From an optimization exercise on the open Yosys and OpenROAD flow, aimed at small area; shortcuts taken in it are not production practice.
The RTL was checked by simulation tests, not by an equivalence proof against the original design.

==> flow/design.v (outline; a module is shown in full before it is edited, if it fits) <==
// module cordic_top: 1355 lines
module cordic_top (
    input  logic               i_clk,
    input  logic               i_reset,
    input  logic               i_valid,
    input  logic signed [31:0] i_x,
    input  logic signed [31:0] i_y,
    input  logic signed [31:0] i_angle,
    output logic               o_valid,
    output logic signed [31:0] o_x,
    output logic signed [31:0] o_y
);
  // ...
==> flow/run.sh <==
#!/bin/bash
# synth_recipe.tcl (not shown) runs the flow's synth.tcl, then flattens the netlist and writes it again
# the make line also repeats each setting of config.mk as NAME=value (left out here)
make -C /OpenROAD-flow-scripts/flow DESIGN_CONFIG=/design/flow/config.mk WORK_HOME=/design/flow/orfs CLKGATE_MAP_FILE= SYNTH_SCRIPT=/design/flow/synth_recipe.tcl finish
==> flow/config.mk <==
export PLATFORM = sky130hd
export DESIGN_NAME = cordic_top
export DESIGN_NICKNAME = cordic_top
export VERILOG_FILES = /design/flow/design.v
export SDC_FILE = /design/flow/constraint.sdc
export NUM_CORES = 4
export LEC_CHECK = 0
export ABC_AREA = 1
export CAP_MARGIN = 20
export CORE_MARGIN = 2
export CORE_UTILIZATION = 45
export CTS_BUF_LIST = sky130_fd_sc_hd__clkbuf_8
export GPL_TIMING_DRIVEN = 0
export SLEW_MARGIN = 20
==> flow/constraint.sdc <==
create_clock -name core_clock -period 6.0 [get_ports {i_clk}]
set_input_delay 1.2000 -clock core_clock [delete_from_list [all_inputs] [get_ports {i_clk}]]
set_output_delay 1.2000 -clock core_clock [all_outputs]
set_load 0.01 [all_outputs]
==> run notes, run 1 <==
status=finished clean; worst-margin pin slew=1.13 ns; CTS Buf Count=227; Root Buffer=clkbuf_8; worst hold margin=0.272 ns; crit path from=pay_r22; RSZ-0062 raised after global routing=true; Inst Count DP=19100; die area=0.252 sq mm; minimum clock period=5.72 ns; fin area=0.123 sq mm; adder-cell share of the synthesized area=0.199; family with the most delay on the worst path=buffers and inverters; Stages on worst setup path=12; vias in the first global route=87300; hpwl dp=236000 microns; post-layout util=0.501; multi-input combinational area share=0.599; layer with the highest usage=met2; most common cell after layout, fill and taps aside=nand2_1; Synth area leader=dfxtp_1; site row count=182; Initial DRT Pass Iterations=6; most frequent cells after synthesis=2974 x nand2_1, 2642 x inv_1, 1818 x nor2_1; setup bufs post-CTS=4; Final Max Tran Viols=0; met1 usage=0.267; Placement Setup Slack=-0.971 ns; syn avg cell area=7.12 sq um; share of Yosys cell area claimed by the top area cell type=0.235; CP bufs+invs=3; Placed Area=0.117 sq mm; Clock-cell share=0.0453; # clock sinks=1324; H-Tree Depth=4; Worst Setup End Kind=primary output; R2R cell count=26; CTS clk-pin slew, worst paths=0.06 ns; highest routed layer=met4; post-synthesis async set-or-reset flop share=0.0121; r2r setup slk=0.42 ns
==> run 2: changes to the inputs <==
--- a/flow/design.v
+++ b/flow/design.v
@@ -64,3 +64,3 @@
     assign x1 = add_c(xf0, ty0, p0);
-    assign y1 = add_x(~yf0, tx0, 1'b0, fy0);
+    assign y1 = add_x(yf0, ~tx0, ~(1'b0), ~fy0);
     assign cx1 = 1'b0;
@@ -91,3 +91,3 @@
     assign xl2 = add_h(xs1[15:0], ty1[15:0], cys1 & ~exact0, fy1);
-    assign yl2 = add_h(~ys1[15:0], tx1[15:0], cxs1 & ~exact0, 1'b0);
+    assign yl2 = add_h(ys1[15:0], ~tx1[15:0], ~(cxs1 & ~exact0), ~(1'b0));
     logic signed [31:0] xm2, ym2;
@@ -127,3 +127,3 @@
     assign xh2 = add_h(x_r1[31:16], tyh1, kx_r1, fxk_r1);
-    assign yh2 = add_h(~y_r1[31:16], txh1, ky_r1, fyk_r1);
+    assign yh2 = add_h(y_r1[31:16], ~txh1, ky_r1, ~fyk_r1);
     assign x2 = {xh2[15:0], x_r1[15:0]};
@@ -147,3 +147,3 @@
     assign x3 = add_c(x2, ty2, cy_r1 & ~ex_r1);
-    assign y3 = add_x(~y2, tx2, cx_r1 & ~ex_r1, fy2);
+    assign y3 = add_x(y2, ~tx2, ~(cx_r1 & ~ex_r1), ~fy2);
     assign cx3 = cx_r1;
@@ -179,3 +179,3 @@
     assign x4 = add_x(x_r3, ty3, cy_r3 & ~ex_r3, fy3);
-    assign y4 = add_c(~y_r3, tx3, cx_r3 & ~ex_r3);
+    assign y4 = add_x(y_r3, ~tx3, ~(cx_r3 & ~ex_r3), 1'b1);
     assign cx4 = cx_r3 ^ fy3;
@@ -200,3 +200,3 @@
     assign xl5 = add_h(x4[15:0], ty4[15:0], cy4 & ~ex_r3, 1'b0);
-    assign yl5 = add_h(~y4[15:0], tx4[15:0], cx4 & ~ex_r3, fy4);
+    assign yl5 = add_h(y4[15:0], ~tx4[15:0], ~(cx4 & ~ex_r3), ~(fy4));
     logic signed [31:0] xm5, ym5;
@@ -236,3 +236,3 @@
     assign xh5 = add_h(x_r4[31:16], tyh4, kx_r4, fxk_r4);
-    assign yh5 = add_h(~y_r4[31:16], txh4, ky_r4, fyk_r4);
+    assign yh5 = add_h(y_r4[31:16], ~txh4, ky_r4, ~fyk_r4);
     assign x5 = {xh5[15:0], x_r4[15:0]};
@@ -256,3 +256,3 @@
     assign x6 = add_x(x5, ty5, cy_r4 & ~ex_r4, fy5);
-    assign y6 = add_c(~y5, tx5, cx_r4 & ~ex_r4);
+    assign y6 = add_x(y5, ~tx5, ~(cx_r4 & ~ex_r4), 1'b1);
     assign cx6 = cx_r4 ^ fy5;
@@ -288,3 +288,3 @@
     assign x7 = add_c(x_r6, ty6, cy_r6 & ~ex_r6);
-    assign y7 = add_x(~y_r6, tx6, cx_r6 & ~ex_r6, fy6);
+    assign y7 = add_x(y_r6, ~tx6, ~(cx_r6 & ~ex_r6), ~fy6);
     assign cx7 = cx_r6;
@@ -309,3 +309,3 @@
     assign xl8 = add_h(x7[15:0], ty7[15:0], cy7 & ~ex_r6, fy7);
-    assign yl8 = add_h(~y7[15:0], tx7[15:0], cx7 & ~ex_r6, 1'b0);
+    assign yl8 = add_h(y7[15:0], ~tx7[15:0], ~(cx7 & ~ex_r6), ~(1'b0));
     logic signed [31:0] xm8, ym8;
@@ -345,3 +345,3 @@
     assign xh8 = add_h(x_r7[31:16], tyh7, kx_r7, fxk_r7);
-    assign yh8 = add_h(~y_r7[31:16], txh7, ky_r7, fyk_r7);
+    assign yh8 = add_h(y_r7[31:16], ~txh7, ky_r7, ~fyk_r7);
     assign x8 = {xh8[15:0], x_r7[15:0]};
@@ -365,3 +365,3 @@
     assign x9 = add_c(x8, ty8, cy_r7 & ~ex_r7);
-    assign y9 = add_x(~y8, tx8, cx_r7 & ~ex_r7, fy8);
+    assign y9 = add_x(y8, ~tx8, ~(cx_r7 & ~ex_r7), ~fy8);
     assign cx9 = cx_r7;
@@ -397,3 +397,3 @@
     assign x10 = add_x(x_r9, ty9, cy_r9 & ~ex_r9, fy9);
-    assign y10 = add_c(~y_r9, tx9, cx_r9 & ~ex_r9);
+    assign y10 = add_x(y_r9, ~tx9, ~(cx_r9 & ~ex_r9), 1'b1);
     assign cx10 = cx_r9 ^ fy9;
@@ -418,3 +418,3 @@
     assign xl11 = add_h(x10[15:0], ty10[15:0], cy10 & ~ex_r9, 1'b0);
-    assign yl11 = add_h(~y10[15:0], tx10[15:0], cx10 & ~ex_r9, fy10);
+    assign yl11 = add_h(y10[15:0], ~tx10[15:0], ~(cx10 & ~ex_r9), ~(fy10));
     logic signed [31:0] xm11, ym11;
@@ -454,3 +454,3 @@
     assign xh11 = add_h(x_r10[31:16], tyh10, kx_r10, fxk_r10);
-    assign yh11 = add_h(~y_r10[31:16], txh10, ky_r10, fyk_r10);
+    assign yh11 = add_h(y_r10[31:16], ~txh10, ky_r10, ~fyk_r10);
     assign x11 = {xh11[15:0], x_r10[15:0]};
@@ -474,3 +474,3 @@
     assign x12 = add_x(x11, ty11, cy_r10 & ~ex_r10, fy11);
-    assign y12 = add_c(~y11, tx11, cx_r10 & ~ex_r10);
+    assign y12 = add_x(y11, ~tx11, ~(cx_r10 & ~ex_r10), 1'b1);
     assign cx12 = cx_r10 ^ fy11;
@@ -506,3 +506,3 @@
     assign x13 = add_c(x_r12, ty12, cy_r12 & ~ex_r12);
-    assign y13 = add_x(~y_r12, tx12, cx_r12 & ~ex_r12, fy12);
+    assign y13 = add_x(y_r12, ~tx12, ~(cx_r12 & ~ex_r12), ~fy12);
     assign cx13 = cx_r12;
@@ -527,3 +527,3 @@
     assign xl14 = add_h(x13[15:0], ty13[15:0], cy13 & ~ex_r12, fy13);
-    assign yl14 = add_h(~y13[15:0], tx13[15:0], cx13 & ~ex_r12, 1'b0);
+    assign yl14 = add_h(y13[15:0], ~tx13[15:0], ~(cx13 & ~ex_r12), ~(1'b0));
     logic signed [31:0] xm14, ym14;
@@ -561,3 +561,3 @@
     assign xh14 = add_h(x_r13[31:16], tyh13, kx_r13, fxk_r13);
-    assign yh14 = add_h(~y_r13[31:16], txh13, ky_r13, fyk_r13);
+    assign yh14 = add_h(y_r13[31:16], ~txh13, ky_r13, ~fyk_r13);
     assign x14 = {xh14[15:0], x_r13[15:0]};
@@ -574,3 +574,3 @@
     assign x15 = add_c(x14, ty14, cy_r13 & ~ex_r13);
-    assign y15 = add_x(~y14, tx14, cx_r13 & ~ex_r13, fy14);
+    assign y15 = add_x(y14, ~tx14, ~(cx_r13 & ~ex_r13), ~fy14);
     assign cx15 = cx_r13;
@@ -594,3 +594,3 @@
     assign x16 = add_x(x_r15, ty15, cy_r15 & ~ex_r15, 1'b0);
-    assign y16 = add_c(~y_r15, tx15, cx_r15 & ~ex_r15);
+    assign y16 = add_x(y_r15, ~tx15, ~(cx_r15 & ~ex_r15), 1'b1);
     assign cx16 = cx_r15 ^ 1'b0;
--- a/flow/config.mk
+++ b/flow/config.mk
@@ -7,3 +7,2 @@
 export LEC_CHECK = 0
-export ABC_AREA = 1
 export CAP_MARGIN = 20
==> run 2 against run 1 <==
- critical path depth up 6
- utilization rose by 0.56 points
- area after synthesis decreased by 6.4%
- maximum frequency decreased by 2.2%
- sequential share of layout area increased by 1.2 points
- design area fell by 5.4%
- register-to-register slack lost 0.23 ns
- non-clock buffer count grew 32
- highest routed layer is now met5
==> run notes, run 2 <==
status=finished clean (unchanged); Final nets=13900 (was 17800); Placement Setup Slack=-2.70 ns (was -0.971 ns); RSZ-0062 raised after global routing=true (unchanged); top cells by area, synth=dfxtp_1 25%, ha_1 18%, xnor2_1 11%, xor2_1 5.4%, fa_1 3.6% (was dfxtp_1 23%, ha_1 17%, xor2_1 10%, nand2_1 10%, inv_1 8.9%); fin area=0.117 sq mm (was 0.123 sq mm); critical path class=register to primary output (unchanged); Layout Cells excl Fill=15300 (was 19600); Worst Setup End Kind=primary output (unchanged); # clock sinks=1324 (unchanged); EDFF count, synth=0 (unchanged); commonest register cell after synthesis=dfxtp_1 (unchanged); H-Tree Depth=4 (unchanged); gr ovfl total=0 (unchanged); vias per cell=5.36 (was 4.74); final wirelength=269000 microns (was 280000 microns); most frequent cells after synthesis=1466 x ha_1, 1365 x xnor2_1, 1308 x dfxtp_1 (was 2974 x nand2_1, 2642 x inv_1, 1818 x nor2_1); die area=0.236 sq mm (was 0.252 sq mm); syn avg cell area=8.93 sq um (was 7.12 sq um); largest net degree at the start of global routing=21 (was 20); Final Worst Setup Slack=0.153 ns (was 0.282 ns); R2R cell count=27 (was 26); Port-buffer cells=149 (was 159); CP endpoint=o_x[28] (was o_y[31]); final setup fails=0 (unchanged); r2r setup slk=0.19 ns (was 0.42 ns); Worst Skew=0.0842 ns (was 0.0726 ns); share of Yosys cell area claimed by the top area cell type=0.251 (was 0.235); DRT iter0 DRCs=3906 (was 4290); total track usage=0.224 (was 0.219); Synthesis Warnings=1 (unchanged); Net Count, Synth=13400 (was 17400); Mapped Cells=11700 (was 15700); Seq/Total Area, Yosys=0.255 (was 0.238); Inst Count DP=14900 (was 19100); endpoints failing hold=0 (unchanged); post-synthesis async set-or-reset flop share=0.0121 (unchanged); filler instances=21800 (was 24900); minimum clock period=5.85 ns (was 5.72 ns); wire length of the first global-routing pass=432000 microns (was 448000 microns); Placed Area=0.110 sq mm (was 0.117 sq mm); Post-CTS Hold Fix Bufs=0 (unchanged); Die Span Y=486 microns (was 502 microns); FF-to-FF End=x_r18[30] (was y_r9[31]); worst-margin pin slew=1.12 ns (was 1.13 ns); relative slew slack=0.256 (was 0.237); site row count=176 (was 182); Final ANT Viol Nets=0 (unchanged); Cell Area, Synth=0.104 sq mm (was 0.112 sq mm); f_max=0.171 GHz (was 0.175 GHz); Root Buffer=clkbuf_8 (unchanged); effective utilization at floorplan=0.453 (about the same); arrival time worst endpoint=4.65 ns (was 4.52 ns); routed via count=82100 (was 92900); Max-Cap Viols=0 (unchanged); Startpoint Class=register (unchanged); CTS clk-pin slew, worst paths=0.06 ns (about the same); # DRC=0 (unchanged); post-layout util=0.507 (was 0.501); setup TNS=0 ns (unchanged); Area growth syn-to-layout=11.8% (was 10.7%); worst skew pair latency=1.04 ns (was 1.05 ns); Synth area leader=dfxtp_1 (unchanged); hpwl dp=224000 microns (was 236000 microns); Die Width=486 microns (was 502 microns); Final Wtd Congestion=0.917 (about the same); most common cell in the netlist=ha_1 (was nand2_1); synth unique cells=113 (was 73); # IOs=164 (unchanged); crit-path max FO=10 (unchanged); Initial DRT Pass Iterations=7 (was 6); RR Startpoint=ex_r16 (was ex_r7); most frequent cells in the layout=1464 x ha_1, 1347 x xnor2_1, 1293 x dfxtp_1, 763 x nor2_1, 659 x a21oi_1 (was 2974 x nand2_1, 2675 x inv_1, 1814 x nor2_1, 1474 x ha_1, 1302 x dfxtp_1); layout cell share with drive strength beyond 1=0.0705 (was 0.0496); Final Max Tran Viols=0 (unchanged); Yosys reg bits=1324 (unchanged); period utilisation layout=0.975 (was 0.953); most common cell after layout, fill and taps aside=ha_1 (was nand2_1); CTS tree=done (unchanged); worst hold path type=register to register (unchanged); Core Box Area=0.230 sq mm (was 0.246 sq mm); data required time of the worst path=4.80 ns (about the same); crit path from=ex_r22 (was pay_r22); initial antenna violation count=8 (was 9); Routed WL per cell=17.6 microns (was 14.3 microns); clock buffer depth=3 (unchanged); CTS Buf Count=230 (was 227); vias in the first global route=83400 (was 87300)
## run 2: cell count changes after synthesis, moves of 135 or more
cell	delta
o21a_1	+148
nor3_1	+135
nor2_1	-1049
nand2b_1	+518
xor2_1	-631
xnor2_1	+880
mux2i_1	+142
a21o_1	+298
a21oi_1	-344
nand3_1	-527
nor2b_1	+600
nand2_1	-2534
inv_1	-2040
## run 2: layout make-up
class,instances,area [sq um],share of cell area
antenna,2,5.00,0.0000429
clock inverter,135,1450,0.0124
buffer,282,1390,0.0119
clock buffer,290,3990,0.0342
inverter,607,2280,0.0195
timing repair buffer,197,1820,0.0156
tap,3026,3790,0.0324
sequential,1324,26600,0.228
multi-input combinational,9471,75400,0.646
## run 2: critical path: stages, from the launching register on
cell,delay [ns]
dfxtp_4,0.40
buf_8,0.16
nand2b_1,0.17
xnor2_2,0.17
fa_2,0.38
a21o_1,0.18
a21oi_2,0.18
o21ai_2,0.12
a2111oi_4,0.49
o31ai_4,0.15
o41ai_2,0.23
o21ai_1,0.11
nor2_1,0.15
buf_4,0.13
buf_4,0.09
buf_4,0.10
o21ai_0,0.08
xor2_1,0.15
clkbuf_2,0.16
## run 2: how the worst min path moves through the flow
stage,from,to,slack (ns),cells past startpoint
after floorplan,flip_r9,flip_r10,0.31,0
after global placement,q1_r3,q1_r4,0.31,0
after detailed placement,flip_r13,flip_r15,0.31,0
after CTS,flip_r6,flip_r7,0.32,0
after global routing,flip_r6,flip_r7,0.31,0
final,flip_r6,flip_r7,0.30,0
## run 2: kinds of logic (layout without fill, tap and decap cells)
| kind of cell | after synthesis | count (layout) | share of synthesized area |
|---|---|---|---|
| flops | 1324 | 1324 | 0.255 |
| fa+ha+maj | 1654 | 1654 | 0.212 |
| mux | 159 | 159 | 0.0154 |
| simple gates | 3281 | 3281 | 0.165 |
| other cells | 1 | 3 | 0.0000359 |
| xor+xnor | 2025 | 2025 | 0.171 |
| compound gates | 2351 | 2351 | 0.149 |
| buf+inv | 899 | 1511 | 0.0330 |
## run 2: through the flow
step	hold slack, ns
2_1_floorplan	0.310
3_3_place_gp	0.310
3_5_place_dp	0.312
4_1_cts	0.315
5_1_grt	0.313
6_report	0.297
## run 2: per-layer routing
metal	vias to the layer above	track usage	share of wire
li1	41300	-	-
met1	39100	0.280	0.45
met2	1279	0.403	0.49
met3	400	0.0268	0.034
met4	4	0.0613	0.025
met5	-	0	0.00010
## run 2: what timing repair did
action | CTS | global route
buffers inserted | 23 | 25
setup endpoints to repair | 260 | 152
resized for setup | 228 | 231
pin swaps | 31 | 63

-- what the ideal ports hide --
The flow's constraints put no driver on any port. The routed layouts listed below were extracted and timed again, unchanged, in two steps.
Step 1: set_driving_cell puts a clkbuf_16 on i_clk and a buf_2 on each other input, an assumption about the parent block.
Step 2 adds t to the input delays and takes it off the output delays; t is the mean of the earliest and latest rising clock arrival at the registers after step 1. Input paths then give back, and output paths get back, about the clock's delay inside the block.
Three values: ideal ports, drivers, drivers and shift; two values: the first two.
| run | t, ns | slack for setup (ns) | hold slack, ns | clock arrival spread, ns | worst data-port slew with drivers (ns) |
|---|---|---|---|---|---|
| run 1 | 1.091 | 0.282 / 0.199 / -0.642 | 0.272 / 0.272 / 0.272 | 0.076 / 0.076 | 0.08 |
| run 2 | 1.072 | 0.153 / 0.069 / -0.772 | 0.297 / 0.297 / 0.297 | 0.104 / 0.104 | 0.13 |
With both steps, setup timing fails in run 1 and run 2, where it was met with ideal ports. For run 2, which loses most, drivers alone change the setup slack by -0.084 ns; drivers and shift together by -0.925 ns.
